Background: an optimization exercise with open tools, aiming at small area, a short achievable clock period and few clock cycles per item. Do not read the settings as production practice. Function was checked by simulation only, so behaviour that the tests miss may differ from the original. Power and IR drop assume default switching activity.

File: flow/config.mk
export PLATFORM = sky130hd
export DESIGN_NAME = matvec_top
export DESIGN_NICKNAME = matvec_top
export VERILOG_FILES = /design/flow/design.v
export SDC_FILE = /design/flow/constraint.sdc
export NUM_CORES = 4
export LEC_CHECK = 0
export ABC_AREA = 1
export CAP_MARGIN = 20
export CORE_MARGIN = 2
export CORE_UTILIZATION = 70
export CTS_CLUSTER_DIAMETER = 100
export CTS_CLUSTER_SIZE = 25
export SETUP_SLACK_MARGIN = 4.5
export SLEW_MARGIN = 20
export SYNTH_HIERARCHICAL = 1
File: flow/constraint.sdc
create_clock -name core_clock -period 7.0 [get_ports {clk}]
set_input_delay 1.4000 -clock core_clock [delete_from_list [all_inputs] [get_ports {clk}]]
set_output_delay 1.4000 -clock core_clock [all_outputs]
set_load 0.01 [all_outputs]
File: flow/design.v
`timescale 1ns/1ps
module operand_banks (
    input  logic                clk,
    input  logic [13:0]         in_q,
    input  logic [7:0]          mwr,     
    input  logic                vwr,     
    output logic [14*8*8-1:0]   rings,   
    output logic [13:0]         vhead
);
    logic [13:0] mring [8][8];
    logic [13:0] vring [8];
    always_ff @(posedge clk) begin
        for (int r = 0; r < 8; r++) begin
            mring[r][0] <= mwr[r] ? in_q : mring[r][7];
            for (int p = 1; p < 8; p++) mring[r][p] <= mring[r][p - 1];
        end
        vring[0] <= vwr ? in_q : vring[7];
        for (int p = 1; p < 8; p++) vring[p] <= vring[p - 1];
    end
    always_comb begin
        for (int r = 0; r < 8; r++)
            for (int p = 0; p < 8; p++)
                rings[112 * r + 14 * p +: 14] = mring[r][p];
    end
    assign vhead = vring[0];
endmodule
`timescale 1ns/1ps
module mac_row (
    input  logic        clk,
    input  logic [6:0]  one,
    input  logic [6:0]  two,
    input  logic [6:0]  neg,
    input  logic [13:0] m,
    input  logic        first,
    output logic [27:0] acc_s,
    output logic [27:0] acc_c
);
    logic [14:0] me;
    logic [14:0] mx;
    logic [14:0] pp0, pp1, pp2, pp3, pp4, pp5, pp6;
    logic        keep_b;
    assign me = {m[13], m};
    assign mx = {m, 1'b0};
    assign pp0 = (({15{one[0]}} & me) | ({15{two[0]}} & mx)) ^ {15{neg[0]}};
    assign pp1 = (({15{one[1]}} & me) | ({15{two[1]}} & mx)) ^ {15{neg[1]}};
    assign pp2 = (({15{one[2]}} & me) | ({15{two[2]}} & mx)) ^ {15{neg[2]}};
    assign pp3 = (({15{one[3]}} & me) | ({15{two[3]}} & mx)) ^ {15{neg[3]}};
    assign pp4 = (({15{one[4]}} & me) | ({15{two[4]}} & mx)) ^ {15{neg[4]}};
    assign pp5 = (({15{one[5]}} & me) | ({15{two[5]}} & mx)) ^ {15{neg[5]}};
    assign pp6 = (({15{one[6]}} & me) | ({15{two[6]}} & mx)) ^ {15{neg[6]}};
    logic ah0;
    logic ak0;
    logic ah1;
    logic ak1;
    logic as2;
    logic ac2;
    logic ah3;
    logic ak3;
    logic as4;
    logic ac4;
    logic ah5;
    logic ak5;
    logic as6;
    logic ac6;
    logic as7;
    logic ac7;
    logic as8;
    logic ac8;
    logic ah9;
    logic ak9;
    logic as10;
    logic ac10;
    logic ah11;
    logic ak11;
    logic ah12;
    logic ak12;
    logic ah13;
    logic ak13;
    logic as14;
    logic ac14;
    logic ah15;
    logic ak15;
    logic as16;
    logic ac16;
    logic ah17;
    logic ak17;
    logic as18;
    logic ac18;
    logic as19;
    logic ac19;
    logic as20;
    logic ac20;
    logic as21;
    logic ac21;
    logic as22;
    logic ac22;
    logic as23;
    logic ac23;
    logic as24;
    logic ac24;
    logic as25;
    logic ac25;
    logic as26;
    logic ac26;
    logic as27;
    logic ac27;
    logic as28;
    logic ac28;
    logic as29;
    logic ac29;
    logic as30;
    logic ac30;
    logic as31;
    logic ac31;
    logic as32;
    logic ac32;
    logic as33;
    logic ac33;
    logic as34;
    logic ac34;
    logic as35;
    logic ac35;
    logic as36;
    logic ac36;
    logic ah37;
    logic ak37;
    logic as38;
    logic ac38;
    logic ah39;
    logic ak39;
    logic ah40;
    logic ak40;
    logic ah41;
    logic ak41;
    logic as42;
    logic ac42;
    logic as43;
    logic ac43;
    logic as44;
    logic ac44;
    logic as45;
    logic ac45;
    logic as46;
    logic ac46;
    logic as47;
    logic ac47;
    logic as48;
    logic ac48;
    logic as49;
    logic ac49;
    logic as50;
    logic ac50;
    logic as51;
    logic ac51;
    logic as52;
    logic ac52;
    logic as53;
    logic ac53;
    logic as54;
    logic ac54;
    logic as55;
    logic ac55;
    logic as56;
    logic ac56;
    logic as57;
    logic ac57;
    logic as58;
    logic ac58;
    logic ah59;
    logic ak59;
    logic as60;
    logic ac60;
    logic as61;
    logic ac61;
    logic as62;
    logic ac62;
    logic as63;
    logic ac63;
    logic as64;
    logic ac64;
    logic as65;
    logic ac65;
    logic as66;
    logic ac66;
    logic as67;
    logic ac67;
    logic as68;
    logic ac68;
    logic as69;
    logic ac69;
    logic as70;
    logic ac70;
    logic as71;
    logic ac71;
    ha aha0 (.a(neg[5]), .b(pp0[10]), .s(ah0), .co(ak0));
    ha aha1 (.a(pp0[11]), .b(pp1[9]), .s(ah1), .co(ak1));
    fa afa2 (.a(neg[6]), .b(pp0[12]), .c(pp1[10]), .s(as2), .co(ac2));
    ha aha3 (.a(pp2[8]), .b(pp3[6]), .s(ah3), .co(ak3));
    fa afa4 (.a(pp0[13]), .b(pp1[11]), .c(pp2[9]), .s(as4), .co(ac4));
    ha aha5 (.a(pp3[7]), .b(pp4[5]), .s(ah5), .co(ak5));
    assign as6 = 1'b1 ^ ~pp0[14] ^ pp1[12];
    assign ac6 = (1'b1 & ~pp0[14]) | (pp1[12] & (1'b1 ^ ~pp0[14]));
    fa afa7 (.a(pp2[10]), .b(pp3[8]), .c(pp4[6]), .s(as7), .co(ac7));
    assign as8 = 1'b1 ^ pp1[13] ^ pp2[11];
    assign ac8 = (1'b1 & pp1[13]) | (pp2[11] & (1'b1 ^ pp1[13]));
    ha aha9 (.a(pp3[9]), .b(pp4[7]), .s(ah9), .co(ak9));
    fa afa10 (.a(~pp1[14]), .b(pp2[12]), .c(pp3[10]), .s(as10), .co(ac10));
    assign ah11 = 1'b1 ^ pp2[13];
    assign ak11 = 1'b1 & pp2[13];
    ha aha12 (.a(neg[3]), .b(pp0[6]), .s(ah12), .co(ak12));
    ha aha13 (.a(pp0[7]), .b(pp1[5]), .s(ah13), .co(ak13));
    fa afa14 (.a(neg[4]), .b(pp0[8]), .c(pp1[6]), .s(as14), .co(ac14));
    ha aha15 (.a(pp2[4]), .b(pp3[2]), .s(ah15), .co(ak15));
    fa afa16 (.a(pp0[9]), .b(pp1[7]), .c(pp2[5]), .s(as16), .co(ac16));
    ha aha17 (.a(pp3[3]), .b(pp4[1]), .s(ah17), .co(ak17));
    fa afa18 (.a(pp1[8]), .b(pp2[6]), .c(pp3[4]), .s(as18), .co(ac18));
    fa afa19 (.a(pp4[2]), .b(pp5[0]), .c(ah0), .s(as19), .co(ac19));
    fa afa20 (.a(pp2[7]), .b(pp3[5]), .c(pp4[3]), .s(as20), .co(ac20));
    fa afa21 (.a(pp5[1]), .b(ak0), .c(ah1), .s(as21), .co(ac21));
    fa afa22 (.a(pp4[4]), .b(pp5[2]), .c(pp6[0]), .s(as22), .co(ac22));
    fa afa23 (.a(ak1), .b(as2), .c(ah3), .s(as23), .co(ac23));
    fa afa24 (.a(pp5[3]), .b(pp6[1]), .c(ac2), .s(as24), .co(ac24));
    fa afa25 (.a(ak3), .b(as4), .c(ah5), .s(as25), .co(ac25));
    fa afa26 (.a(pp5[4]), .b(pp6[2]), .c(ac4), .s(as26), .co(ac26));
    fa afa27 (.a(ak5), .b(as6), .c(as7), .s(as27), .co(ac27));
    fa afa28 (.a(pp5[5]), .b(pp6[3]), .c(ac6), .s(as28), .co(ac28));
    fa afa29 (.a(ac7), .b(as8), .c(ah9), .s(as29), .co(ac29));
    fa afa30 (.a(pp4[8]), .b(pp5[6]), .c(pp6[4]), .s(as30), .co(ac30));
    fa afa31 (.a(ac8), .b(ak9), .c(as10), .s(as31), .co(ac31));
    fa afa32 (.a(pp3[11]), .b(pp4[9]), .c(pp5[7]), .s(as32), .co(ac32));
    fa afa33 (.a(pp6[5]), .b(ac10), .c(ah11), .s(as33), .co(ac33));
    fa afa34 (.a(~pp2[14]), .b(pp3[12]), .c(pp4[10]), .s(as34), .co(ac34));
    fa afa35 (.a(pp5[8]), .b(pp6[6]), .c(ak11), .s(as35), .co(ac35));
    assign as36 = 1'b1 ^ pp3[13] ^ pp4[11];
    assign ac36 = (1'b1 & pp3[13]) | (pp4[11] & (1'b1 ^ pp3[13]));
    ha aha37 (.a(pp5[9]), .b(pp6[7]), .s(ah37), .co(ak37));
    fa afa38 (.a(~pp3[14]), .b(pp4[12]), .c(pp5[10]), .s(as38), .co(ac38));
    assign ah39 = 1'b1 ^ pp4[13];
    assign ak39 = 1'b1 & pp4[13];
    ha aha40 (.a(neg[2]), .b(pp0[4]), .s(ah40), .co(ak40));
    ha aha41 (.a(pp0[5]), .b(pp1[3]), .s(ah41), .co(ak41));
    fa afa42 (.a(pp1[4]), .b(pp2[2]), .c(pp3[0]), .s(as42), .co(ac42));
    fa afa43 (.a(pp2[3]), .b(pp3[1]), .c(ak12), .s(as43), .co(ac43));
    fa afa44 (.a(pp4[0]), .b(ak13), .c(as14), .s(as44), .co(ac44));
    fa afa45 (.a(ac14), .b(ak15), .c(as16), .s(as45), .co(ac45));
    fa afa46 (.a(ac16), .b(ak17), .c(as18), .s(as46), .co(ac46));
    fa afa47 (.a(ac18), .b(as20), .c(ac19), .s(as47), .co(ac47));
    fa afa48 (.a(ac20), .b(as22), .c(ac21), .s(as48), .co(ac48));
    fa afa49 (.a(ac22), .b(as24), .c(ac23), .s(as49), .co(ac49));
    fa afa50 (.a(ac24), .b(as26), .c(ac25), .s(as50), .co(ac50));
    fa afa51 (.a(ac26), .b(as28), .c(ac27), .s(as51), .co(ac51));
    fa afa52 (.a(as30), .b(ac28), .c(ac29), .s(as52), .co(ac52));
    fa afa53 (.a(ac30), .b(as32), .c(ac31), .s(as53), .co(ac53));
    fa afa54 (.a(ac32), .b(as34), .c(as35), .s(as54), .co(ac54));
    fa afa55 (.a(ac34), .b(as36), .c(ah37), .s(as55), .co(ac55));
    fa afa56 (.a(pp6[8]), .b(ac36), .c(ak37), .s(as56), .co(ac56));
    fa afa57 (.a(pp5[11]), .b(pp6[9]), .c(ac38), .s(as57), .co(ac57));
    fa afa58 (.a(~pp4[14]), .b(pp5[12]), .c(pp6[10]), .s(as58), .co(ac58));
    assign ah59 = 1'b1 ^ pp5[13];
    assign ak59 = 1'b1 & pp5[13];
    fa afa60 (.a(neg[1]), .b(pp0[2]), .c(pp1[0]), .s(as60), .co(ac60));
    fa afa61 (.a(pp0[3]), .b(pp1[1]), .c(ac60), .s(as61), .co(ac61));
    fa afa62 (.a(pp1[2]), .b(pp2[0]), .c(ah40), .s(as62), .co(ac62));
    fa afa63 (.a(pp2[1]), .b(ak40), .c(ah41), .s(as63), .co(ac63));
    fa afa64 (.a(ak41), .b(as42), .c(ah12), .s(as64), .co(ac64));
    fa afa65 (.a(ac42), .b(ah13), .c(as43), .s(as65), .co(ac65));
    fa afa66 (.a(as38), .b(as56), .c(ac55), .s(as66), .co(ac66));
    fa afa67 (.a(ah39), .b(ac56), .c(as57), .s(as67), .co(ac67));
    fa afa68 (.a(ak39), .b(as58), .c(ac57), .s(as68), .co(ac68));
    fa afa69 (.a(pp6[11]), .b(ac58), .c(ah59), .s(as69), .co(ac69));
    fa afa70 (.a(~pp5[14]), .b(pp6[12]), .c(ak59), .s(as70), .co(ac70));
    assign as71 = 1'b1 ^ pp6[13] ^ ac70;
    assign ac71 = (1'b1 & pp6[13]) | (ac70 & (1'b1 ^ pp6[13]));
    logic pa0_0;
    logic pa0_1;
    logic pa1_0;
    logic pa2_0;
    logic pa3_0;
    logic pa4_0;
    logic pa4_1;
    logic pa5_0;
    logic pa5_1;
    logic pa6_0;
    logic pa6_1;
    logic pa7_0;
    logic pa7_1;
    logic pa8_0;
    logic pa8_1;
    logic pa8_2;
    logic pa8_3;
    logic pa9_0;
    logic pa9_1;
    logic pa9_2;
    logic pa10_0;
    logic pa10_1;
    logic pa10_2;
    logic pa11_0;
    logic pa11_1;
    logic pa11_2;
    logic pa12_0;
    logic pa12_1;
    logic pa12_2;
    logic pa13_0;
    logic pa13_1;
    logic pa13_2;
    logic pa14_0;
    logic pa14_1;
    logic pa14_2;
    logic pa15_0;
    logic pa15_1;
    logic pa15_2;
    logic pa16_0;
    logic pa16_1;
    logic pa16_2;
    logic pa17_0;
    logic pa17_1;
    logic pa17_2;
    logic pa18_0;
    logic pa18_1;
    logic pa18_2;
    logic pa19_0;
    logic pa19_1;
    logic pa19_2;
    logic pa20_0;
    logic pa21_0;
    logic pa21_1;
    logic pa22_0;
    logic pa22_1;
    logic pa23_0;
    logic pa23_1;
    logic pa24_0;
    logic pa24_1;
    logic pa25_0;
    logic pa26_0;
    logic pa26_1;
    logic pa27_0;
    logic ar0_0, agn0_0;
    assign agn0_0 = ~(ar0_0 & keep_b);
    logic ar0_1, agn0_1;
    assign agn0_1 = ~(ar0_1 & keep_b);
    logic ar1_0, agn1_0;
    assign agn1_0 = ~(ar1_0 & keep_b);
    logic ar1_1, agn1_1;
    assign agn1_1 = ~(ar1_1 & keep_b);
    logic ar2_0, agn2_0;
    assign agn2_0 = ~(ar2_0 & keep_b);
    logic ar2_1, agn2_1;
    assign agn2_1 = ~(ar2_1 & keep_b);
    logic ar3_0, agn3_0;
    assign agn3_0 = ~(ar3_0 & keep_b);
    logic ar3_1, agn3_1;
    assign agn3_1 = ~(ar3_1 & keep_b);
    logic ar4_0, agn4_0;
    assign agn4_0 = ~(ar4_0 & keep_b);
    logic ar4_1, agn4_1;
    assign agn4_1 = ~(ar4_1 & keep_b);
    logic ar5_0, agn5_0;
    assign agn5_0 = ~(ar5_0 & keep_b);
    logic ar5_1, agn5_1;
    assign agn5_1 = ~(ar5_1 & keep_b);
    logic ar6_0, agn6_0;
    assign agn6_0 = ~(ar6_0 & keep_b);
    logic ar6_1, agn6_1;
    assign agn6_1 = ~(ar6_1 & keep_b);
    logic ar7_0, agn7_0;
    assign agn7_0 = ~(ar7_0 & keep_b);
    logic ar7_1, agn7_1;
    assign agn7_1 = ~(ar7_1 & keep_b);
    logic ar8_0, agn8_0;
    assign agn8_0 = ~(ar8_0 & keep_b);
    logic ar8_1, agn8_1;
    assign agn8_1 = ~(ar8_1 & keep_b);
    logic ar9_0, agn9_0;
    assign agn9_0 = ~(ar9_0 & keep_b);
    logic ar9_1, agn9_1;
    assign agn9_1 = ~(ar9_1 & keep_b);
    logic ar10_0, agn10_0;
    assign agn10_0 = ~(ar10_0 & keep_b);
    logic ar10_1, agn10_1;
    assign agn10_1 = ~(ar10_1 & keep_b);
    logic ar11_0, agn11_0;
    assign agn11_0 = ~(ar11_0 & keep_b);
    logic ar11_1, agn11_1;
    assign agn11_1 = ~(ar11_1 & keep_b);
    logic ar12_0, agn12_0;
    assign agn12_0 = ~(ar12_0 & keep_b);
    logic ar12_1, agn12_1;
    assign agn12_1 = ~(ar12_1 & keep_b);
    logic ar13_0, agn13_0;
    assign agn13_0 = ~(ar13_0 & keep_b);
    logic ar13_1, agn13_1;
    assign agn13_1 = ~(ar13_1 & keep_b);
    logic ar14_0, agn14_0;
    assign agn14_0 = ~(ar14_0 & keep_b);
    logic ar14_1, agn14_1;
    assign agn14_1 = ~(ar14_1 & keep_b);
    logic ar15_0, agn15_0;
    assign agn15_0 = ~(ar15_0 & keep_b);
    logic ar15_1, agn15_1;
    assign agn15_1 = ~(ar15_1 & keep_b);
    logic ar16_0, agn16_0;
    assign agn16_0 = ~(ar16_0 & keep_b);
    logic ar16_1, agn16_1;
    assign agn16_1 = ~(ar16_1 & keep_b);
    logic ar17_0, agn17_0;
    assign agn17_0 = ~(ar17_0 & keep_b);
    logic ar17_1, agn17_1;
    assign agn17_1 = ~(ar17_1 & keep_b);
    logic ar18_0, agn18_0;
    assign agn18_0 = ~(ar18_0 & keep_b);
    logic ar18_1, agn18_1;
    assign agn18_1 = ~(ar18_1 & keep_b);
    logic ar19_0, agn19_0;
    assign agn19_0 = ~(ar19_0 & keep_b);
    logic ar19_1, agn19_1;
    assign agn19_1 = ~(ar19_1 & keep_b);
    logic ar20_0, agn20_0;
    assign agn20_0 = ~(ar20_0 & keep_b);
    logic ar20_1, agn20_1;
    assign agn20_1 = ~(ar20_1 & keep_b);
    logic ar21_0, agn21_0;
    assign agn21_0 = ~(ar21_0 & keep_b);
    logic ar21_1, agn21_1;
    assign agn21_1 = ~(ar21_1 & keep_b);
    logic ar22_0, agn22_0;
    assign agn22_0 = ~(ar22_0 & keep_b);
    logic ar22_1, agn22_1;
    assign agn22_1 = ~(ar22_1 & keep_b);
    logic ar23_0, agn23_0;
    assign agn23_0 = ~(ar23_0 & keep_b);
    logic ar23_1, agn23_1;
    assign agn23_1 = ~(ar23_1 & keep_b);
    logic ar24_0, agn24_0;
    assign agn24_0 = ~(ar24_0 & keep_b);
    logic ar24_1, agn24_1;
    assign agn24_1 = ~(ar24_1 & keep_b);
    logic ar25_0, agn25_0;
    assign agn25_0 = ~(ar25_0 & keep_b);
    logic ar25_1, agn25_1;
    assign agn25_1 = ~(ar25_1 & keep_b);
    logic ar26_0, agn26_0;
    assign agn26_0 = ~(ar26_0 & keep_b);
    logic ar26_1, agn26_1;
    assign agn26_1 = ~(ar26_1 & keep_b);
    logic ar27_0, agn27_0;
    assign agn27_0 = ~(ar27_0 & keep_b);
    logic ar27_1, agn27_1;
    assign agn27_1 = ~(ar27_1 & keep_b);
    logic bs0;
    logic bc0;
    logic bs1;
    logic bc1;
    logic bs2;
    logic bc2;
    logic bs3;
    logic bc3;
    logic bs4;
    logic bc4;
    logic bs5;
    logic bc5;
    logic bs6;
    logic bc6;
    logic bs7;
    logic bc7;
    logic bs8;
    logic bc8;
    logic bs9;
    logic bc9;
    logic bs10;
    logic bc10;
    logic bs11;
    logic bc11;
    logic bh12;
    logic bk12;
    logic bs13;
    logic bc13;
    logic bh14;
    logic bk14;
    logic bh15;
    logic bk15;
    logic bs16;
    logic bc16;
    logic bs17;
    logic bc17;
    logic bs18;
    logic bc18;
    logic bs19;
    logic bc19;
    logic bs20;
    logic bc20;
    logic bs21;
    logic bc21;
    logic bs22;
    logic bc22;
    logic bs23;
    logic bc23;
    logic bs24;
    logic bc24;
    logic bs25;
    logic bc25;
    logic bs26;
    logic bc26;
    logic bs27;
    logic bc27;
    logic bs28;
    logic bc28;
    logic bs29;
    logic bc29;
    logic bs30;
    logic bc30;
    logic bs31;
    logic bc31;
    logic bs32;
    logic bc32;
    logic bs33;
    logic bc33;
    logic bs34;
    logic bc34;
    logic bs35;
    logic bc35;
    logic bs36;
    logic bc36;
    logic bh37;
    logic bk37;
    logic bs38;
    logic bc38;
    logic bh39;
    logic bk39;
    logic bh40;
    logic bk40;
    logic bs41;
    logic bc41;
    logic bs42;
    logic bc42;
    logic bs43;
    logic bc43;
    logic bs44;
    logic bc44;
    logic bs45;
    logic bc45;
    logic bs46;
    logic bc46;
    logic bs47;
    logic bc47;
    logic bs48;
    logic bc48;
    logic bs49;
    logic bc49;
    logic bs50;
    logic bc50;
    logic bs51;
    logic bc51;
    logic bs52;
    logic bc52;
    logic bs53;
    logic bc53;
    logic bs54;
    logic bc54;
    logic bs55;
    logic bc55;
    logic bs56;
    logic bc56;
    logic bs57;
    logic bc57;
    logic bs58;
    logic bc58;
    logic bs59;
    logic bc59;
    logic bs60;
    logic bc60;
    logic bs61;
    logic bc61;
    logic bs62;
    logic bc62;
    logic bs63;
    logic bc63;
    logic bs64;
    logic bc64;
    logic bs65;
    logic bc65;
    logic bs66;
    logic bc66;
    logic bs67;
    logic bc67;
    fa bfa0 (.a(pa8_0), .b(pa8_1), .c(pa8_2), .s(bs0), .co(bc0));
    fa bfa1 (.a(pa9_0), .b(pa9_1), .c(pa9_2), .s(bs1), .co(bc1));
    fa bfa2 (.a(pa10_0), .b(pa10_1), .c(pa10_2), .s(bs2), .co(bc2));
    fa bfa3 (.a(pa11_0), .b(pa11_1), .c(pa11_2), .s(bs3), .co(bc3));
    fa bfa4 (.a(pa12_0), .b(pa12_1), .c(pa12_2), .s(bs4), .co(bc4));
    fa bfa5 (.a(pa13_0), .b(pa13_1), .c(pa13_2), .s(bs5), .co(bc5));
    fa bfa6 (.a(pa14_0), .b(pa14_1), .c(pa14_2), .s(bs6), .co(bc6));
    fa bfa7 (.a(pa15_0), .b(pa15_1), .c(pa15_2), .s(bs7), .co(bc7));
    fa bfa8 (.a(pa16_0), .b(pa16_1), .c(pa16_2), .s(bs8), .co(bc8));
    fa bfa9 (.a(pa17_0), .b(pa17_1), .c(pa17_2), .s(bs9), .co(bc9));
    fa bfa10 (.a(pa18_0), .b(pa18_1), .c(pa18_2), .s(bs10), .co(bc10));
    fa bfa11 (.a(pa19_0), .b(pa19_1), .c(pa19_2), .s(bs11), .co(bc11));
    ha bha12 (.a(pa0_0), .b(pa0_1), .s(bh12), .co(bk12));
    assign bs13 = 1'b1 ^ pa1_0 ^ agn1_0;
    assign bc13 = (1'b1 & pa1_0) | (agn1_0 & (1'b1 ^ pa1_0));
    ha bha14 (.a(pa2_0), .b(agn2_0), .s(bh14), .co(bk14));
    ha bha15 (.a(pa3_0), .b(agn3_0), .s(bh15), .co(bk15));
    fa bfa16 (.a(pa4_0), .b(pa4_1), .c(agn4_0), .s(bs16), .co(bc16));
    fa bfa17 (.a(pa5_0), .b(pa5_1), .c(agn5_0), .s(bs17), .co(bc17));
    fa bfa18 (.a(pa6_0), .b(pa6_1), .c(agn6_0), .s(bs18), .co(bc18));
    fa bfa19 (.a(pa7_0), .b(pa7_1), .c(agn7_0), .s(bs19), .co(bc19));
    fa bfa20 (.a(pa8_3), .b(agn8_0), .c(agn8_1), .s(bs20), .co(bc20));
    fa bfa21 (.a(agn9_0), .b(agn9_1), .c(bc0), .s(bs21), .co(bc21));
    fa bfa22 (.a(agn10_0), .b(agn10_1), .c(bc1), .s(bs22), .co(bc22));
    fa bfa23 (.a(agn11_0), .b(agn11_1), .c(bc2), .s(bs23), .co(bc23));
    fa bfa24 (.a(agn12_0), .b(agn12_1), .c(bc3), .s(bs24), .co(bc24));
    fa bfa25 (.a(agn13_0), .b(agn13_1), .c(bc4), .s(bs25), .co(bc25));
    fa bfa26 (.a(agn14_0), .b(agn14_1), .c(bc5), .s(bs26), .co(bc26));
    fa bfa27 (.a(agn15_0), .b(agn15_1), .c(bc6), .s(bs27), .co(bc27));
    fa bfa28 (.a(agn16_0), .b(agn16_1), .c(bc7), .s(bs28), .co(bc28));
    fa bfa29 (.a(agn17_0), .b(agn17_1), .c(bc8), .s(bs29), .co(bc29));
    fa bfa30 (.a(agn18_0), .b(agn18_1), .c(bc9), .s(bs30), .co(bc30));
    fa bfa31 (.a(agn19_0), .b(agn19_1), .c(bc10), .s(bs31), .co(bc31));
    fa bfa32 (.a(pa20_0), .b(agn20_0), .c(agn20_1), .s(bs32), .co(bc32));
    fa bfa33 (.a(pa21_0), .b(pa21_1), .c(agn21_0), .s(bs33), .co(bc33));
    fa bfa34 (.a(pa22_0), .b(pa22_1), .c(agn22_0), .s(bs34), .co(bc34));
    fa bfa35 (.a(pa23_0), .b(pa23_1), .c(agn23_0), .s(bs35), .co(bc35));
    fa bfa36 (.a(pa24_0), .b(pa24_1), .c(agn24_0), .s(bs36), .co(bc36));
    ha bha37 (.a(pa25_0), .b(agn25_0), .s(bh37), .co(bk37));
    fa bfa38 (.a(pa26_0), .b(pa26_1), .c(agn26_0), .s(bs38), .co(bc38));
    ha bha39 (.a(pa27_0), .b(agn27_0), .s(bh39), .co(bk39));
    ha bha40 (.a(agn0_0), .b(agn0_1), .s(bh40), .co(bk40));
    fa bfa41 (.a(agn1_1), .b(bk12), .c(bs13), .s(bs41), .co(bc41));
    fa bfa42 (.a(agn2_1), .b(bc13), .c(bh14), .s(bs42), .co(bc42));
    fa bfa43 (.a(agn3_1), .b(bk14), .c(bh15), .s(bs43), .co(bc43));
    fa bfa44 (.a(agn4_1), .b(bk15), .c(bs16), .s(bs44), .co(bc44));
    fa bfa45 (.a(agn5_1), .b(bc16), .c(bs17), .s(bs45), .co(bc45));
    fa bfa46 (.a(agn6_1), .b(bc17), .c(bs18), .s(bs46), .co(bc46));
    fa bfa47 (.a(agn7_1), .b(bc18), .c(bs19), .s(bs47), .co(bc47));
    fa bfa48 (.a(bc19), .b(bs20), .c(bs0), .s(bs48), .co(bc48));
    fa bfa49 (.a(bc20), .b(bs1), .c(bs21), .s(bs49), .co(bc49));
    fa bfa50 (.a(bs2), .b(bc21), .c(bs22), .s(bs50), .co(bc50));
    fa bfa51 (.a(bs3), .b(bc22), .c(bs23), .s(bs51), .co(bc51));
    fa bfa52 (.a(bs4), .b(bc23), .c(bs24), .s(bs52), .co(bc52));
    fa bfa53 (.a(bs5), .b(bc24), .c(bs25), .s(bs53), .co(bc53));
    fa bfa54 (.a(bs6), .b(bc25), .c(bs26), .s(bs54), .co(bc54));
    fa bfa55 (.a(bs7), .b(bc26), .c(bs27), .s(bs55), .co(bc55));
    fa bfa56 (.a(bs8), .b(bc27), .c(bs28), .s(bs56), .co(bc56));
    fa bfa57 (.a(bs9), .b(bc28), .c(bs29), .s(bs57), .co(bc57));
    fa bfa58 (.a(bs10), .b(bc29), .c(bs30), .s(bs58), .co(bc58));
    fa bfa59 (.a(bs11), .b(bc30), .c(bs31), .s(bs59), .co(bc59));
    fa bfa60 (.a(bc11), .b(bs32), .c(bc31), .s(bs60), .co(bc60));
    fa bfa61 (.a(agn21_1), .b(bc32), .c(bs33), .s(bs61), .co(bc61));
    fa bfa62 (.a(agn22_1), .b(bc33), .c(bs34), .s(bs62), .co(bc62));
    fa bfa63 (.a(agn23_1), .b(bc34), .c(bs35), .s(bs63), .co(bc63));
    fa bfa64 (.a(agn24_1), .b(bc35), .c(bs36), .s(bs64), .co(bc64));
    fa bfa65 (.a(agn25_1), .b(bc36), .c(bh37), .s(bs65), .co(bc65));
    fa bfa66 (.a(agn26_1), .b(bk37), .c(bs38), .s(bs66), .co(bc66));
    fa bfa67 (.a(agn27_1), .b(bc38), .c(bh39), .s(bs67), .co(bc67));
    assign acc_s = {ar27_0, ar26_0, ar25_0, ar24_0, ar23_0, ar22_0, ar21_0, ar20_0, ar19_0, ar18_0, ar17_0, ar16_0, ar15_0, ar14_0, ar13_0, ar12_0, ar11_0, ar10_0, ar9_0, ar8_0, ar7_0, ar6_0, ar5_0, ar4_0, ar3_0, ar2_0, ar1_0, ar0_0};
    assign acc_c = {ar27_1, ar26_1, ar25_1, ar24_1, ar23_1, ar22_1, ar21_1, ar20_1, ar19_1, ar18_1, ar17_1, ar16_1, ar15_1, ar14_1, ar13_1, ar12_1, ar11_1, ar10_1, ar9_1, ar8_1, ar7_1, ar6_1, ar5_1, ar4_1, ar3_1, ar2_1, ar1_1, ar0_1};
    always_ff @(posedge clk) begin
        keep_b <= ~first;
        pa0_0 <= neg[0];
        pa0_1 <= pp0[0];
        pa1_0 <= pp0[1];
        pa2_0 <= as60;
        pa3_0 <= as61;
        pa4_0 <= ac61;
        pa4_1 <= as62;
        pa5_0 <= ac62;
        pa5_1 <= as63;
        pa6_0 <= ac63;
        pa6_1 <= as64;
        pa7_0 <= ac64;
        pa7_1 <= as65;
        pa8_0 <= ah15;
        pa8_1 <= ac43;
        pa8_2 <= as44;
        pa8_3 <= ac65;
        pa9_0 <= ah17;
        pa9_1 <= ac44;
        pa9_2 <= as45;
        pa10_0 <= ac45;
        pa10_1 <= as46;
        pa10_2 <= as19;
        pa11_0 <= ac46;
        pa11_1 <= as21;
        pa11_2 <= as47;
        pa12_0 <= as23;
        pa12_1 <= ac47;
        pa12_2 <= as48;
        pa13_0 <= as25;
        pa13_1 <= ac48;
        pa13_2 <= as49;
        pa14_0 <= as27;
        pa14_1 <= ac49;
        pa14_2 <= as50;
        pa15_0 <= as29;
        pa15_1 <= ac50;
        pa15_2 <= as51;
        pa16_0 <= as31;
        pa16_1 <= ac51;
        pa16_2 <= as52;
        pa17_0 <= as33;
        pa17_1 <= ac52;
        pa17_2 <= as53;
        pa18_0 <= ac33;
        pa18_1 <= ac53;
        pa18_2 <= as54;
        pa19_0 <= ac35;
        pa19_1 <= as55;
        pa19_2 <= ac54;
        pa20_0 <= as66;
        pa21_0 <= ac66;
        pa21_1 <= as67;
        pa22_0 <= ac67;
        pa22_1 <= as68;
        pa23_0 <= ac68;
        pa23_1 <= as69;
        pa24_0 <= ac69;
        pa24_1 <= as70;
        pa25_0 <= as71;
        pa26_0 <= ~pp6[14];
        pa26_1 <= ac71;
        pa27_0 <= 1'b1;
        ar0_0 <= bh40;
        ar0_1 <= bh12;
        ar1_0 <= bs41;
        ar1_1 <= bk40;
        ar2_0 <= bs42;
        ar2_1 <= bc41;
        ar3_0 <= bs43;
        ar3_1 <= bc42;
        ar4_0 <= bs44;
        ar4_1 <= bc43;
        ar5_0 <= bs45;
        ar5_1 <= bc44;
        ar6_0 <= bs46;
        ar6_1 <= bc45;
        ar7_0 <= bs47;
        ar7_1 <= bc46;
        ar8_0 <= bs48;
        ar8_1 <= bc47;
        ar9_0 <= bs49;
        ar9_1 <= bc48;
        ar10_0 <= bs50;
        ar10_1 <= bc49;
        ar11_0 <= bs51;
        ar11_1 <= bc50;
        ar12_0 <= bs52;
        ar12_1 <= bc51;
        ar13_0 <= bs53;
        ar13_1 <= bc52;
        ar14_0 <= bs54;
        ar14_1 <= bc53;
        ar15_0 <= bs55;
        ar15_1 <= bc54;
        ar16_0 <= bs56;
        ar16_1 <= bc55;
        ar17_0 <= bs57;
        ar17_1 <= bc56;
        ar18_0 <= bs58;
        ar18_1 <= bc57;
        ar19_0 <= bs59;
        ar19_1 <= bc58;
        ar20_0 <= bs60;
        ar20_1 <= bc59;
        ar21_0 <= bs61;
        ar21_1 <= bc60;
        ar22_0 <= bs62;
        ar22_1 <= bc61;
        ar23_0 <= bs63;
        ar23_1 <= bc62;
        ar24_0 <= bs64;
        ar24_1 <= bc63;
        ar25_0 <= bs65;
        ar25_1 <= bc64;
        ar26_0 <= bs66;
        ar26_1 <= bc65;
        ar27_0 <= bs67;
        ar27_1 <= bc66;
    end
endmodule
module fa (
    input  logic a,
    input  logic b,
    input  logic c,
    output logic s,
    output logic co
);
    assign s  = a ^ b ^ c;
    assign co = (a & b) | (c & (a ^ b));
endmodule
module ha (
    input  logic a,
    input  logic b,
    output logic s,
    output logic co
);
    assign s  = a ^ b;
    assign co = a & b;
endmodule
`timescale 1ns/1ps
module result_fifo (
    input  logic        clk,
    input  logic        reset,
    input  logic        in_valid,
    input  logic [27:0] in_data,
    input  logic        output_ready,
    output logic        output_valid,
    output logic [27:0] output_data,
    output logic        empty
);
    localparam int N = 11;
    logic [27:0] q [N];
    logic [3:0]  cnt;
    logic [3:0]  old_pos;      
    logic        o_v;
    logic [27:0] o_d;
    logic        o_free, take, bypass, wr;
    logic [3:0]  cnt_n;
    assign o_free = !o_v || output_ready;
    assign take   = o_free && !empty && (old_pos == 4'(N - 1));
    assign bypass = in_valid && empty && o_free;
    assign wr     = in_valid && !bypass;
    assign cnt_n  = take ? (wr ? cnt : cnt - 4'd1) : (wr ? cnt + 4'd1 : cnt);
    assign output_valid = o_v;
    assign output_data  = o_d;
    always_ff @(posedge clk) begin
        q[0] <= wr ? in_data : q[N - 1];
        for (int i = 1; i < N; i++) q[i] <= q[i - 1];
        o_d <= (o_d & {28{!(take || bypass)}}) | (q[N - 1] & {28{take}})
             | (in_data & {28{bypass && !take}});
        if (reset) begin
            o_v     <= 1'b0;
            cnt     <= 4'd0;
            empty   <= 1'b1;
            old_pos <= 4'd0;
        end else begin
            o_v <= take || bypass || (o_v && !output_ready);
            cnt   <= cnt_n;
            empty <= !wr && (empty || (take && cnt == 4'd1));
            if (take)
                old_pos <= (cnt > 4'd1) ? 4'(N - 1) : 4'd0;
            else if (empty || old_pos == 4'(N - 1))
                old_pos <= 4'd0;
            else
                old_pos <= old_pos + 4'd1;
        end
    end
endmodule
`timescale 1ns/1ps
module matvec_top (
    input  logic        clk,
    input  logic        reset,
    input  logic        input_valid,
    output logic        input_ready,
    input  logic [13:0] input_data,
    input  logic        new_matrix,
    output logic        output_valid,
    input  logic        output_ready,
    output logic [27:0] output_data
);
    logic [2:0] ph;
    always_ff @(posedge clk) begin
        if (reset) ph <= 3'd0;
        else       ph <= ph + 3'd1;
    end
    logic        rdy_q;
    logic        acc_in;
    logic        ld_open, ld_mat;
    logic [5:0]  wcnt;
    logic        guar;
    logic        ld_open_n, ld_mat_n, guar_n, rdy_n;
    logic [5:0]  wcnt_n;
    logic        is_mword, is_vword;
    logic [13:0] in_q;
    logic [7:0]  mwr_q;
    logic        vwr_q;
    logic        win_run;    
    assign input_ready = rdy_q;
    assign acc_in = input_valid & rdy_q;
    always_comb begin
        ld_open_n = ld_open;
        ld_mat_n  = ld_mat;
        wcnt_n    = wcnt;
        is_mword  = 1'b0;
        is_vword  = 1'b0;
        if (acc_in) begin
            if (ld_open ? new_matrix : ld_mat) begin
                is_mword  = 1'b1;
                ld_open_n = 1'b0;
                ld_mat_n  = (wcnt != 6'd63);
                wcnt_n    = wcnt + 6'd1;
            end else begin
                is_vword  = 1'b1;
                ld_open_n = (wcnt[2:0] == 3'd7);
                ld_mat_n  = 1'b0;
                wcnt_n    = {3'd0, wcnt[2:0] + 3'd1};
            end
        end
        guar_n = (acc_in && ld_open) ? 1'b0 : (guar | (ld_open_n & win_run));
        rdy_n = ((ph + 3'd1) == wcnt_n[2:0]) && (!ld_open_n || guar_n);
    end
    always_ff @(posedge clk) begin
        if (reset) begin
            ld_open <= 1'b1;
            ld_mat  <= 1'b0;
            wcnt    <= 6'd0;
            guar    <= 1'b1;
            rdy_q   <= 1'b1;
            mwr_q   <= 8'd0;
            vwr_q   <= 1'b0;
        end else begin
            ld_open <= ld_open_n;
            ld_mat  <= ld_mat_n;
            wcnt    <= wcnt_n;
            guar    <= guar_n;
            rdy_q   <= rdy_n;
            mwr_q   <= is_mword ? (8'd1 << wcnt[5:3]) : 8'd0;
            vwr_q   <= is_vword;
        end
        in_q <= input_data;
    end
    logic [14*8*8-1:0] taps;    
    logic [13:0]       vhead;
    operand_banks operand_banks_i (
        .clk   (clk),
        .in_q  (in_q),
        .mwr   (mwr_q),
        .vwr   (vwr_q),
        .rings (taps),
        .vhead (vhead)
    );
    logic [2:0] col;
    logic       win_start;
    logic [7:0] vv;             
    logic       run_q, good_q;
    logic       run_now, good_now, col_ok, done;
    logic       commit;
    logic       pend_final;     
    logic       ring_empty;
    assign win_start = (col == 3'd0);
    assign commit    = ring_empty;
    assign run_now   = win_start ? (commit && vv[0]) : run_q;
    assign good_now  = win_start ? 1'b1 : good_q;
    assign col_ok    = run_now && good_now && vv[0];
    assign done      = col_ok && (col == 3'd7);
    assign win_run   = run_now;
    always_ff @(posedge clk) begin
        if (reset) col <= 3'd6;
        else       col <= col + 3'd1;
    end
    always_ff @(posedge clk) begin
        if (reset) begin
            vv         <= 8'd0;
            run_q      <= 1'b0;
            good_q     <= 1'b0;
            pend_final <= 1'b0;
        end else begin
            vv         <= {vv[6:0] & {7{!done}}, vwr_q | (vv[7] & !done)};
            run_q      <= run_now;
            good_q     <= good_now && vv[0];
            if (done)
                pend_final <= 1'b1;
            else if (win_start && commit)
                pend_final <= 1'b0;
        end
    end
    logic [20:0] enc_n;
    logic [20:0] enc [8];
    logic [7:0]  first_d;
    logic [8:0]  mv_d;         
    always_comb begin
        for (int k = 0; k < 7; k++) begin
            logic b2, b1, b0;
            b2 = vhead[2 * k + 1];
            b1 = vhead[2 * k];
            b0 = (k == 0) ? 1'b0 : vhead[2 * k - 1];
            enc_n[k]      = b1 ^ b0;                                   
            enc_n[7 + k]  = (b2 & ~b1 & ~b0) | (~b2 & b1 & b0);        
            enc_n[14 + k] = b2 & ~(b1 & b0);                           
            if (!col[0]) enc_n[14 + k] = enc_n[14 + k] ^ (enc_n[k] | enc_n[7 + k]);
        end
        if (!col_ok) enc_n = '0;
    end
    always_ff @(posedge clk) begin
        enc[0] <= enc_n;
        for (int r = 1; r < 8; r++) enc[r] <= enc[r - 1];
        if (reset) begin
            first_d <= 8'd0;
            mv_d    <= 9'd0;
        end else begin
            first_d <= {first_d[6:0], win_start && commit};
            mv_d    <= {mv_d[7:0], win_start && commit && pend_final};
        end
    end
    logic [27:0] acc_s [8];
    logic [27:0] acc_c [8];
    for (genvar r = 0; r < 8; r++) begin : g_row
        mac_row mac_i (
            .clk   (clk),
            .one   (enc[r][6:0]),
            .two   (enc[r][13:7]),
            .neg   (enc[r][20:14]),
            .m     (taps[112 * r + 14 * ((r + 1) % 8) +: 14]),
            .first (first_d[r]),
            .acc_s (acc_s[r]),
            .acc_c (acc_c[r])
        );
    end
    logic [14:0] f_lo;
    logic [13:0] f_hs, f_hc;
    logic        f_v;
    logic [27:0] sel_s, sel_c;
    always_comb begin
        sel_s = '0;
        sel_c = '0;
        for (int r = 0; r < 8; r++) begin
            sel_s = sel_s | (acc_s[r] & {28{mv_d[r + 1]}});
            sel_c = sel_c | (acc_c[r] & {28{mv_d[r + 1]}});
        end
    end
    always_ff @(posedge clk) begin
        f_lo <= {1'b0, sel_s[13:0]} + {1'b0, sel_c[13:0]};
        f_hs <= sel_s[27:14];
        f_hc <= sel_c[27:14];
        if (reset) f_v <= 1'b0;
        else       f_v <= |mv_d[8:1];
    end
    result_fifo result_fifo_i (
        .clk          (clk),
        .reset        (reset),
        .in_valid     (f_v),
        .in_data      ({f_hs + f_hc + {13'd0, f_lo[14]}, f_lo[13:0]}),
        .output_ready (output_ready),
        .output_valid (output_valid),
        .output_data  (output_data),
        .empty        (ring_empty)
    );
endmodule
File: flow/run.sh
#!/bin/bash
# synth_recipe.tcl (not shown) runs the flow's synth.tcl, then flattens the netlist and writes it again
# the make line also repeats each setting of config.mk as NAME=value (left out here)
make -C /OpenROAD-flow-scripts/flow DESIGN_CONFIG=/design/flow/config.mk WORK_HOME=/design/flow/orfs CLKGATE_MAP_FILE= SYNTH_SCRIPT=/design/flow/synth_recipe.tcl finish
==> results of run 1 <==
synthesized netlist by cell type (all sizes together) (10+ instances only):
| cell type | instances | area, um2 |
|---|---|---|
| nor3 | 17 | 110 |
| xor2 | 76 | 666 |
| fa | 915 | 18300 |
| nand4 | 37 | 231 |
| nand3 | 882 | 4420 |
| clkbuf | 46 | 283 |
| nand2 | 5343 | 20200 |
| a22oi | 28 | 210 |
| xnor2 | 10 | 87.6 |
| ha | 227 | 2840 |
| dfxtp | 2585 | 51700 |
| a22o | 36 | 315 |
| nor2 | 93 | 390 |
| buf | 915 | 7310 |
| a21oi | 47 | 243 |
| inv | 275 | 1030 |
| a221oi | 71 | 622 |
| o21ai | 16 | 83.8 |
Yosys stat by module (local to each module, per instance):
module / cell area (um2) / flops+latches
operand_banks: 21900 / 1008
matvec_top: 10700 / 279
result_fifo: 8220 / 346
mac_row: 6050 / 119
fa: 20.0 / 0
ha: 12.5 / 0
stage by stage:
stage / cell area, um2 / power [uW] / std cells / util [%] / hold slack [ps]
5_1_grt: 110000 / 30600 / 13000 / 71.3 / 290
3_3_place_gp: 105000 / 21500 / 12900 / 68.1 / 310
4_1_cts: 109000 / 29400 / 13000 / 70.7 / 277
3_5_place_dp: 105000 / 21900 / 12900 / 68.1 / 312
6_report: 110000 / 29400 / 13000 / 71.3 / 286
2_1_floorplan: 109000 / 21400 / 11700 / - / 310
layer usage:
metal	share of wire (%)	global-route usage [%]
met5	0.031	0
met4	7.2	23.0
met3	10	8.18
met2	45	60.7
met1	38	49.7
power by group through the flow:
stage	logic [uW]	registers, uW	clock network [uW]
floorplan	4260	17100	0
global placement	3370	18200	0
detailed placement	3760	18200	0
CTS	3870	17900	7630
global route	4560	17900	8110
finish	3890	17900	7550
what timing repair did:
item / 4_1_cts / 5_1_grt
setup endpoints to repair: 235 / 242
gates cloned: 6 / 6
buffers inserted: 17 / 20
gates resized for setup: 451 / 187
pin swaps: 8 / 17
layout by cell type (no fill, tap or decap), types with 6 or more instances in the layout:
cell type	Yosys	final
conb_1	8	8
xnor2_1	10	10
a22o_1	36	36
buf_6	198	44
buf_4	597	74
dfxtp_1	2585	2319
nand3_1	881	875
inv_4	0	23
clkbuf_16	0	119
ha_4	0	8
nor2_1	88	84
a21oi_1	45	39
a21oi_2	2	8
dfxtp_4	0	84
a221oi_1	71	56
nand4_1	37	37
a221oi_2	0	11
diode_2	0	10
nand3_2	1	7
and3_1	6	6
dfxtp_2	0	182
ha_1	227	216
clkdlybuf4s50_1	0	17
nand2_1	5303	5297
o21ai_0	15	14
a22oi_1	28	28
inv_1	206	204
buf_12	0	13
nand2_2	40	45
buf_8	0	7
nor3_1	12	12
inv_2	69	48
xor2_1	76	76
fa_1	915	913
cell families (layout without fill, tap and decap cells):
kind of cell,count (synthesis),after routing,share of synthesized area (%)
buf+inv,1236,571,7.89
compound gates,211,211,1.43
flops,2585,2585,47.4
simple gates,6383,6384,23.2
xor+xnor,86,86,0.689
other cells,8,18,0.0275
fa+ha+maj,1142,1142,19.4
worst max-delay path by stage:
stage | from | endpoint | slack (ps) | cells after the start
after floorplan | output_ready | result_fifo_i.o_d[17] | 4710 | 8
after global placement | output_ready | result_fifo_i.o_v | 3600 | 9
after detailed placement | output_ready | result_fifo_i.o_v | 3640 | 9
after CTS | result_fifo_i.o_d[25] | output_data[25] | 4260 | 1
after global routing | result_fifo_i.o_d[27] | output_data[27] | 4260 | 1
final | result_fifo_i.o_d[2] | output_data[2] | 4310 | 1
registers in the layout, summed over array words and instances, names as in the netlist, 9 cells and up:
name	count
mv_d	9
f_hs	14
in_q	14
result_fifo_i.q	308
f_lo	15
operand_banks_i.vring	112
operand_banks_i.mring	896
enc	168
result_fifo_i.o_d	28
f_hc	14
area by class of cell:
cell class | count | area, um2 | share of cell area [%]
clock buffers | 114 | 2850 | 2.59
diodes | 10 | 25.0 | 0.0227
inverters | 275 | 1090 | 0.989
well taps | 2044 | 2560 | 2.32
repair buffers | 168 | 1910 | 1.73
flip-flops and latches | 2585 | 52300 | 47.4
clock inverters | 14 | 249 | 0.226
multi-input cells | 7831 | 49300 | 44.7
==> impl_summary.txt, run 1 <==
----------------------------------------------------
[Global route]
  Initial antenna violation count ... 20
  Largest net degree at the start of global routing ... 59
  Number of global-route vias before repair ... about 75000
  Global route total overflow ... 0
  Wire length of the first global-routing pass ... ~460 mm
  Global-route usage over all layers ... around 39%

[Setup path]
  Slowest CP cell ... dfxtp_2
  Kind of capture point of the worst setup path ... output pin
  Biggest cell delay along the critical path ... ~380 ps
  Worst Path Class, Setup ... flip-flop to output pin
  Destination of the worst register-to-register timing path ... g_row[2].mac_i.pa7_1
  Reg-to-reg setup timing slack ... between 4000 and 5000 ps
  Arrival time of the worst setup path ... 1290 ps
  Sum of buffers and inverters on the critical path ... 1
  Sequence of cells on the critical path ... buf_6
  Family of cells with the greatest summed delay on the critical path ... flip-flops
  CP startpoint kind ... flip-flop
  Worst-path maximum fanout ... 2
  Path depth of the worst reg2reg path ... 5
  Startpoint of the lowest-slack register-to-register path ... operand_banks_i.mring[19][1]
  Required arrival time at the worst endpoint ... between 5000 and 6000 ps

[Floorplanning]
  Floorplan core area ... ~150000 um2
  Number of ports placed on the die boundary ... between 40 and 50
  Chip Height ... about 400 um
  Die outline area ... approximately 160000 um2
  Starting density of the core ... a little over two thirds
  Die X ... about 400 um
  Std cell rows ... between 100 and 150

[Run]
  Maximum capacitance violations ... 0

[Synthesis]
  Flip-flop and latch count after synthesis ... around 2600
  Share of synthesized flip-flops with an asynchronous set or reset ... 0%
  Average cell area after synthesis ... between 9 and 10 um2
  Number of cells produced by synthesis ... between 10000 and 15000
  Most used flip-flop cell after synthesis ... dfxtp_1
  Unique cell type count in the Yosys netlist ... 41
  Number of enable-type register cells in the synthesized netlist ... 0
  Number of nets in the synthesized netlist ... approximately 13000
  Fraction of the yosys area taken by sequential cells ... a little under half
  Yosys warns ... 17
  Area of the mapped netlist ... about 110000 um2

[Pwr]
  Proportion of power drawn by flip-flops and latches ... 61.1%
  Internal portion of total power ... 21000 uW
  Logic gate share of total power ... approximately an eighth
  Clock power share ... roughly a quarter
  Worst-case vdd ir drop ... roughly 0.28 mV
  Leak Pwr ... approximately 0.054 uW
  Switching Fraction ... between 20% and 30%
  Net switching power of the design ... ~8400 uW
  Power density over the cells ... around 270 nW/um2

[STA]
  Final count of negative-setup-slack endpoints ... 0
  Final-report hold violation count ... 0
  Worst-case clock skew ... about 69 ps
  Minimum clock period after layout ... between 2000 and 3000 ps
  Final count of pins violating max slew ... 0
  Slew of the pin with the lowest slew margin ... around 1300 ps
  RSZ-0062 raised after global routing ... yes
  Tcrit/Tclk final ... between 30 and 40%
  Worst relative slew slack ... 10.9%
  Least setup slack across all paths after layout ... around 4300 ps
  Sum of negative setup slack ... 0 ps
  Highest clock rate ... roughly 370 MHz

[Drt]
  Average wire per cell in the routed design ... between 20 and 25 um
  Vias ... roughly 76000
  Residual DRC count ... 0
  Final WL ... 307 mm
  Antenna viol nets, final ... 0
  Vias per cell ... between 5 and 6
  Starting DRC count in detailed routing ... between 8000 and 9000
  Detailed Routing Iterations Pass 1 ... 8

[Min path]
  WHS Path Cells ... 0
  Hold endpoint ... operand_banks_i.mring[35][0]
  Worst Hold Launch ... operand_banks_i.mring[34][0]
  Path class of the lowest-slack min-delay path ... flip-flop to flip-flop

[CTS]
  CTS tree ... done
  Number of buffers created by CTS ... roughly 110
  Root buffer selected by CTS ... clkbuf_16
  Hold-fix buffers at CTS ... 0
  Later-pin clock latency in the skew report ... between 800 and 900 ps
  Total number of H-tree levels ... 3
  Worst-case clock buffer depth ... 3
  Clock Pin Slew Worst Setup and Hold Paths ... 110 ps
  Clk sinks ... around 2600

[Cells and area]
  Layout net count ... ~12000
  Area Growth Syn to Fin ... 0.888%
  Number of fillers in the final layout ... 11500
  Fraction of final layout cells with drive strength greater than 1 ... about 6.6%

[Placement]
  Total of buffers placed on input and output ports ... 48
  Detail Placement HPWL ... 218 mm
  Post-placement worst setup slack ... between 3000 and 4000 ps
  Placer Congestion ... 1.02

[Status]
  Result of the run ... timing/DRC/antenna clean

----------------------------------------------------
Testbench counts, summed over its fixed seeds: cycles 8,304, items 4,096.
==> inputs of run 2 (changes only) <==
--- a/flow/config.mk
+++ b/flow/config.mk
@@ -5,7 +5,6 @@
 export SDC_FILE = /design/flow/constraint.sdc
 export NUM_CORES = 4
 export LEC_CHECK = 0
-export ABC_AREA = 1
 export CAP_MARGIN = 20
 export CORE_MARGIN = 2
 export CORE_UTILIZATION = 70
==> impl_summary.txt, run 2 <==
----------------------------------------------------
[Setup path]
  Kind of capture point of the worst setup path ... output pin
  Required arrival time at the worst endpoint ... 5600 ps (about the same)
  Sum of buffers and inverters on the critical path ... 1 (unchanged)
  Path depth of the worst reg2reg path ... 11 (+6)
  Arrival time of the worst setup path ... 1270 ps (-20 ps)
  Startpoint of the lowest-slack register-to-register path ... mv_d[5]
  Sequence of cells on the critical path ... buf_6
  Destination of the worst register-to-register timing path ... f_lo[12]
  Biggest cell delay along the critical path ... 370 ps (about the same)
  Family of cells with the greatest summed delay on the critical path ... flip-flops
  Critical path origin ... result_fifo_i.o_d[20]
  Worst-path maximum fanout ... 2 (unchanged)
  Count of cell instances traversed by the critical path ... 1 (unchanged)
  Worst Path Class, Setup ... flip-flop to output pin
  CP startpoint kind ... flip-flop
  Reg-to-reg setup timing slack ... 4360 ps (-130 ps)
  CP Capture Point ... output_data[20]
  Slowest CP cell ... dfxtp_4

[Pwr]
  Design Power ... 29400 uW (about the same)
  Clock power share ... 25.3% (-0.4 points)
  Switching Fraction ... 28.9% (+0.49 points)
  Net switching power of the design ... 8500 uW (+1.7%)
  Proportion of power drawn by flip-flops and latches ... 62.1% (+1.0 points)
  Internal portion of total power ... 20900 uW (-0.76%)
  Logic gate share of total power ... 12.6% (-0.6 points)
  Leak Pwr ... 0.0417 uW (-23%)
  Worst-case vdd ir drop ... 0.315 mV (+14%)
  Power density over the cells ... 283 nW/um2 (+6.3%)

[STA]
  Worst-case clock skew ... 44.4 ps (-25.0 ps)
  Final-report hold violation count ... 0 (unchanged)
  RSZ-0062 raised after global routing ... yes
  Sum of negative setup slack ... 0 ps (unchanged)
  Worst relative slew slack ... 25.8% (+15 points)
  Final count of pins violating max slew ... 0 (unchanged)
  Final count of negative-setup-slack endpoints ... 0 (unchanged)
  Highest clock rate ... 374 MHz (+0.58%)
  Slew of the pin with the lowest slew margin ... 1110 ps (-224 ps)
  Minimum clock period after layout ... 2670 ps (-15.5 ps)
  Tcrit/Tclk final ... 38.2% (-0.22 points)

[Floorplanning]
  Die outline area ... 148000 um2 (-6.9%)
  Std cell rows ... 139 (-3.5%)
  Die X ... 385 um (-3.5%)
  Floorplan core area ... 144000 um2 (-7.0%)
  Starting density of the core ... 70.7% (about the same)
  Chip Height ... 385 um (-3.5%)
  Number of ports placed on the die boundary ... 49 (unchanged)

[Synthesis]
  Number of nets in the synthesized netlist ... 8988 (-30%)
  Leading cell types by total area after synthesis ... dfxtp_1, fa_1, a22oi_1
  Number of cells produced by synthesis ... 7827 (-33%)
  Biggest area consumer among synthesized cells ... dfxtp_1
  Commonest cells post-synth ... dfxtp_1, a22oi_1, fa_1, xnor2_1, buf_4
  Most used flip-flop cell after synthesis ... dfxtp_1
  Flip-flop and latch count after synthesis ... 2585 (unchanged)
  Leading cell type by number of instances after synthesis ... dfxtp_1
  Average cell area after synthesis ... 13.0 um2 (+39%)
  Unique cell type count in the Yosys netlist ... 71 (+73%)
  Number of enable-type register cells in the synthesized netlist ... 0 (unchanged)
  Share of synthesized flip-flops with an asynchronous set or reset ... 0% (unchanged)
  Synth top area share ... 50.9% (+3.5 points)
  Yosys warns ... 17 (unchanged)
  Area of the mapped netlist ... 102000 um2 (-6.9%)
  Fraction of the yosys area taken by sequential cells ... 50.9% (+3.5 points)

[CTS]
  CTS tree ... done
  Number of buffers created by CTS ... 113 (-0.88%)
  Hold-fix buffers at CTS ... 0 (unchanged)
  Clk sinks ... 2585 (unchanged)
  Root buffer selected by CTS ... clkbuf_16
  Later-pin clock latency in the skew report ... 800 ps (about the same)
  Worst-case clock buffer depth ... 3 (unchanged)
  Clock Pin Slew Worst Setup and Hold Paths ... 100 ps (about the same)
  Total number of H-tree levels ... 3 (unchanged)

[Cells and area]
  Biggest regs ... operand_banks_i.mring: 896 flops, result_fifo_i.q: 308 flops, enc: 168 flops
  Post-layout utilization of the core ... 72.1% (+0.75 points)
  Number of standard cells in the layout, taps in and fillers out ... 9151 (-30%)
  Fraction of final layout cells with drive strength greater than 1 ... 10.7% (+4.1 points)
  Commonest non-fill, non-tap cell in the layout ... dfxtp_1
  Most frequent cells in the layout ... dfxtp_1, a22oi_1, fa_1
  Register with the most flip-flops ... operand_banks_i.mring
  Number of flip-flops in the largest register ... 896 (unchanged)
  Layout net count ... 8387 (-31%)
  Area Growth Syn to Fin ... 1.94%

[Drt]
  Residual DRC count ... 0 (unchanged)
  Detailed Routing Iterations Pass 1 ... 7 (-1)
  Starting DRC count in detailed routing ... 6460 (-25%)
  Average wire per cell in the routed design ... 28.8 um (+22%)
  Vias ... 56600 (-26%)
  Vias per cell ... 6.19 (+5.8%)
  Final WL ... 263 mm (-14%)
  Antenna viol nets, final ... 0 (unchanged)

[Min path]
  Path class of the lowest-slack min-delay path ... flip-flop to flip-flop

[Global route]
  Global-route usage over all layers ... 36.1% (-2.6 points)
  Wire length of the first global-routing pass ... 389 mm (-15%)
  Initial antenna violation count ... 33 (+65%)
  Global route total overflow ... 0 (unchanged)
  Largest net degree at the start of global routing ... 57 (-3.4%)
  Number of global-route vias before repair ... 57900 (-23%)

[Placement]
  Total placed cells including tap cells ... 8958 (-30%)
  Total of buffers placed on input and output ports ... 48 (unchanged)
  Detail Placement HPWL ... 185 mm (-15%)
  Placer Congestion ... 0.994 (-2.3%)

[Status]
  Result of the run ... timing/DRC/antenna clean

[Run]
  Maximum capacitance violations ... 0 (unchanged)

----------------------------------------------------
[run 2: how the worst min path moves through the flow]
| stage | cells past startpoint | end | start | slack, ps |
|---|---|---|---|---|
| finish | 0 | operand_banks_i.mring[46][13] | operand_banks_i.mring[45][13] | 300 |
| detailed placement | 0 | operand_banks_i.mring[3][5] | operand_banks_i.mring[2][5] | 310 |
| global route | 0 | operand_banks_i.mring[46][13] | operand_banks_i.mring[45][13] | 310 |
| floorplan | 0 | operand_banks_i.mring[10][0] | operand_banks_i.mring[9][0] | 310 |
| global placement | 0 | operand_banks_i.mring[13][12] | operand_banks_i.mring[12][12] | 310 |
| CTS | 0 | operand_banks_i.mring[46][13] | operand_banks_i.mring[45][13] | 300 |
[run 2: cells by family (layout without fill, tap and decap cells)]
| logic type | Yosys count | after routing | share of synthesized area [%] |
|---|---|---|---|
| AO/OA/AOI/OAI | 1184 | 1185 | 8.47 |
| other | 8 | 23 | 0.0295 |
| AND/OR/NAND/NOR | 812 | 812 | 3.47 |
| multiplexers | 158 | 158 | 1.75 |
| adder cells (fa/ha/maj) | 1142 | 1142 | 20.8 |
| XOR/XNOR | 894 | 894 | 7.70 |
| buffers and inverters | 1044 | 449 | 6.87 |
| flip-flops | 2585 | 2585 | 50.9 |
[run 2: modules after synthesis (local to each module, per instance)]
module,times used,flops+latches,cells
result_fifo,1,346,522
fa,912,0,1
matvec_top,1,279,1018
ha,144,0,1
mac_row,8,119,511
operand_banks,1,1008,1143
[run 2: per-stage QoR]
| stage | setup slack [ps] | area, um2 | hold WS (ps) |
|---|---|---|---|
| final | 4330 | 104000 | 303 |
| after detailed placement | 3020 | 98800 | 312 |
| after CTS | 4270 | 103000 | 299 |
| after global placement | 3100 | 98800 | 309 |
| after global routing | 4260 | 104000 | 307 |
| after floorplan | 4510 | 102000 | 310 |
[run 2: timing repair]
item,4_1_cts,5_1_grt
endpoints found under the setup margin,256,171
setup buffers,25,18
pin swaps,15,23
endpoints found under the hold margin,0,0
gates resized for setup,433,153
gates cloned,12,1
[run 2: metal layers]
| layer | part of all wire, % | global-route usage, % | vias up |
|---|---|---|---|
| met5 | 0.062 | 0 | - |
| met3 | 11 | 10.2 | 654 |
| li1 | - | - | 24200 |
| met4 | 5.7 | 17.6 | 24 |
| met1 | 40 | 49.9 | 28700 |
| met2 | 43 | 52.6 | 3107 |
[run 2: final cells by class]
class                   count  area [um2]
diodes                     15        37.5
clock buffers             114        2840
clock inverters             8         198
fillers                  9715       40200
inverters                 131         495
multi-input cells        4199       43300
well taps                1903        2380
repair buffers            196        2090
flip-flops and latches   2585       52300
[run 2: power groups by stage]
stage | Clock, uW | Combinational (uW) | Sequential, uW
after global placement | 0 | 3340 | 18500
after global routing | 8020 | 4400 | 18200
after floorplan | 0 | 4240 | 17100
final | 7420 | 3700 | 18200
after CTS | 7540 | 3740 | 18200
after detailed placement | 0 | 3650 | 18500
==> inputs of run 3 (changes only) <==
--- a/flow/config.mk
+++ b/flow/config.mk
@@ -10,6 +10,6 @@
 export CORE_UTILIZATION = 70
 export CTS_CLUSTER_DIAMETER = 100
 export CTS_CLUSTER_SIZE = 25
-export SETUP_SLACK_MARGIN = 4.5
+export SETUP_SLACK_MARGIN = 4.35
 export SLEW_MARGIN = 20
 export SYNTH_HIERARCHICAL = 1
==> impl_summary.txt, run 3 <==
----------------------------------------------------
[Status]
  Result of the run ... timing/DRC/antenna clean

[Drt]
  Vias ... 56500 (-0.27%)
  Starting DRC count in detailed routing ... 6214 (-3.8%)
  Met2 WL ... 116 mm (+2.3%)
  Wire length on met3 ... 28.6 mm (+1.4%)
  Detailed Routing Iterations Pass 1 ... 6 (-1)
  Vias per cell ... 6.18 (-0.12%)
  Antenna viol nets, final ... 0 (unchanged)
  Average wire per cell in the routed design ... 28.9 um (+0.30%)
  Residual DRC count ... 0 (unchanged)
  Final WL ... 264 mm (+0.15%)
  Uppermost metal layer occupied by signal nets ... met5

[Pwr]
  Clock power share ... 25.2% (about the same)
  Internal portion of total power ... 20900 uW (+0.11%)
  Switching Fraction ... 29.0% (about the same)
  Logic gate share of total power ... 12.5% (about the same)
  Worst-case vdd ir drop ... 0.305 mV (-3.1%)
  Leak Pwr ... 0.0415 uW (-0.33%)
  Design Power ... 29400 uW (+0.13%)
  Proportion of power drawn by flip-flops and latches ... 62.3% (+0.2 points)
  Power density over the cells ... 285 nW/um2 (+0.70%)
  Net switching power of the design ... 8510 uW (+0.18%)

[STA]
  Final count of negative-setup-slack endpoints ... 0 (unchanged)
  Worst relative slew slack ... 21.2% (-4.6 points)
  Sum of negative setup slack ... 0 ps (unchanged)
  Highest clock rate ... 374 MHz (about the same)
  Minimum clock period after layout ... 2670 ps (+0.390 ps)
  Slew of the pin with the lowest slew margin ... 1180 ps (+69.1 ps)
  Final-report hold violation count ... 0 (unchanged)
  WHS ... 309 ps (+5.99 ps)
  Tcrit/Tclk final ... 38.2% (about the same)
  Worst-case clock skew ... 39.3 ps (-5.06 ps)
  Final count of pins violating max slew ... 0 (unchanged)
  RSZ-0062 raised after global routing ... yes

[Cells and area]
  Commonest non-fill, non-tap cell in the layout ... dfxtp_1
  Sequential cell area ... 52100 um2 (-0.54%)
  Number of flip-flops in the largest register ... 896 (unchanged)
  Area of the multi-input gates ... 43200 um2 (about the same)
  Number of fillers in the final layout ... 9804 (+0.92%)
  Biggest regs ... operand_banks_i.mring: 896 flops, result_fifo_i.q: 308 flops, enc: 168 flops
  Area of all placed cells without fillers ... 103000 um2 (-0.57%)
  Register with the most flip-flops ... operand_banks_i.mring
  Layout net count ... 8372 (-0.18%)
  Most frequent cells in the layout ... dfxtp_1, a22oi_1, fa_1
  Area Growth Syn to Fin ... 1.35%

[Synthesis]
  Commonest cells post-synth ... dfxtp_1, a22oi_1, fa_1, xnor2_1, buf_4
  Leading cell types by total area after synthesis ... dfxtp_1, fa_1, a22oi_1
  Number of nets in the synthesized netlist ... 8988 (unchanged)
  Fraction of the yosys area taken by sequential cells ... 50.9% (unchanged)
  Most used flip-flop cell after synthesis ... dfxtp_1
  Average cell area after synthesis ... 13.0 um2 (unchanged)
  Synth top area share ... 50.9% (unchanged)
  Number of enable-type register cells in the synthesized netlist ... 0 (unchanged)
  Flip-flop and latch count after synthesis ... 2585 (unchanged)
  Unique cell type count in the Yosys netlist ... 71 (unchanged)
  Leading cell type by number of instances after synthesis ... dfxtp_1
  Number of cells produced by synthesis ... 7827 (unchanged)
  Yosys warns ... 17 (unchanged)
  Area of the mapped netlist ... 102000 um2 (unchanged)

[Setup path]
  Arrival time of the worst setup path ... 1270 ps (about the same)
  Startpoint of the lowest-slack register-to-register path ... mv_d[2]
  Sum of buffers and inverters on the critical path ... 1 (unchanged)
  Slowest CP cell ... dfxtp_4
  CP startpoint kind ... flip-flop
  Kind of capture point of the worst setup path ... output pin
  Biggest cell delay along the critical path ... 370 ps (about the same)
  Path depth of the worst reg2reg path ... 9 (-2)
  Worst-path maximum fanout ... 2 (unchanged)
  Critical path origin ... result_fifo_i.o_d[20]
  Family of cells with the greatest summed delay on the critical path ... flip-flops
  Required arrival time at the worst endpoint ... 5600 ps (about the same)
  Worst Path Class, Setup ... flip-flop to output pin
  CP Capture Point ... output_data[20]

[Global route]
  Largest net degree at the start of global routing ... 59 (+3.5%)
  Global route total overflow ... 0 (unchanged)
  Number of global-route vias before repair ... 57600 (-0.59%)
  Wire length of the first global-routing pass ... 385 mm (-1.1%)
  Global-route usage over all layers ... 35.7% (-0.38 points)
  Initial antenna violation count ... 23 (-30%)

[CTS]
  CTS tree ... done
  Clock Pin Slew Worst Setup and Hold Paths ... 100 ps (about the same)
  Later-pin clock latency in the skew report ... 800 ps (about the same)
  Worst-case clock buffer depth ... 3 (unchanged)
  Hold-fix buffers at CTS ... 0 (unchanged)
  Root buffer selected by CTS ... clkbuf_16
  Number of buffers created by CTS ... 113 (unchanged)
  Clk sinks ... 2585 (unchanged)
  Total number of H-tree levels ... 3 (unchanged)

[Floorplanning]
  Starting density of the core ... 70.7% (unchanged)
  Die outline area ... 148000 um2 (unchanged)
  Chip Height ... 385 um (unchanged)
  Std cell rows ... 139 (unchanged)
  Floorplan core area ... 144000 um2 (unchanged)
  Die X ... 385 um (unchanged)
  Number of ports placed on the die boundary ... 49 (unchanged)

[Placement]
  Total of buffers placed on input and output ports ... 48 (unchanged)
  Detail Placement HPWL ... 186 mm (+0.33%)
  Placer Congestion ... 0.991 (-0.37%)
  Area post-placement ... 98700 um2 (about the same)

[Min path]
  Worst Hold Launch ... operand_banks_i.mring[0][11]
  Path class of the lowest-slack min-delay path ... flip-flop to flip-flop

[Run]
  Maximum capacitance violations ... 0 (unchanged)

----------------------------------------------------
[run 3: cell counts after synthesis]
Identical to the previous run, type by type.
[run 3: per-layer routing]
metal  GRT usage, %  vias to the layer above
met5              0                        -
met4           14.8                       18
met3           9.70                      594
met2           53.7                     3034
met1           49.3                    28700
li1               -                    24100
[run 3: logic make-up (layout without fill, tap and decap cells)]
group,after synthesis,count (layout),share of synthesized area (%)
xor+xnor,894,894,7.70
simple gates,812,812,3.47
buf+inv,1044,435,6.87
compound gates,1184,1185,8.47
mux,158,158,1.75
other cells,8,23,0.0295
fa+ha+maj,1142,1142,20.8
flops,2585,2585,50.9
[run 3: through the flow]
stage	utilization [%]	instances	setup slack, ps
final	71.6	9137	4330
after global routing	71.6	9122	4280
after CTS	71.1	9082	4140
after detailed placement	68.6	8951	3340
after global placement	68.6	8951	3360
after floorplan	-	7827	4430
[run 3: what timing repair did]
item	in CTS	in global routing
setup endpoints to repair	194	124
pin swaps	2	22
setup buffers	6	31
gates cloned	2	9
gates resized for setup	336	83
[run 3: layout make-up]
| class | instances | area share, % |
|---|---|---|
| multi-input cells | 4199 | 42.0 |
| repair buffers | 181 | 1.78 |
| well taps | 1903 | 2.31 |
| flip-flops and latches | 2585 | 50.5 |
| diodes | 15 | 0.0364 |
| clock buffers | 116 | 2.79 |
| inverters | 131 | 0.477 |
| clock inverters | 7 | 0.130 |
[run 3: modules after synthesis, one instance, submodules excluded]
module	cells inside	flip-flops and latches
ha	1	0
mac_row	511	119
result_fifo	522	346
operand_banks	1143	1008
matvec_top	1018	279
fa	1	0
[run 3: how the worst min path moves through the flow]
stage,endpoint,slack [ps],cells past startpoint
4_1_cts,operand_banks_i.mring[3][13],320,0
5_1_grt,operand_banks_i.mring[23][6],320,0
3_3_place_gp,operand_banks_i.mring[53][2],310,0
2_1_floorplan,operand_banks_i.mring[10][0],310,0
3_5_place_dp,operand_banks_i.mring[55][7],310,0
6_report,operand_banks_i.mring[1][11],310,0
[run 3: power by group through the flow]
stage | sequential (uW) | clock (uW) | combinational [uW]
3_5_place_dp | 18500 | 0 | 3660
5_1_grt | 18300 | 8010 | 4350
6_report | 18300 | 7410 | 3680
3_3_place_gp | 18500 | 0 | 3340
2_1_floorplan | 17100 | 0 | 4240
4_1_cts | 18200 | 7520 | 3720
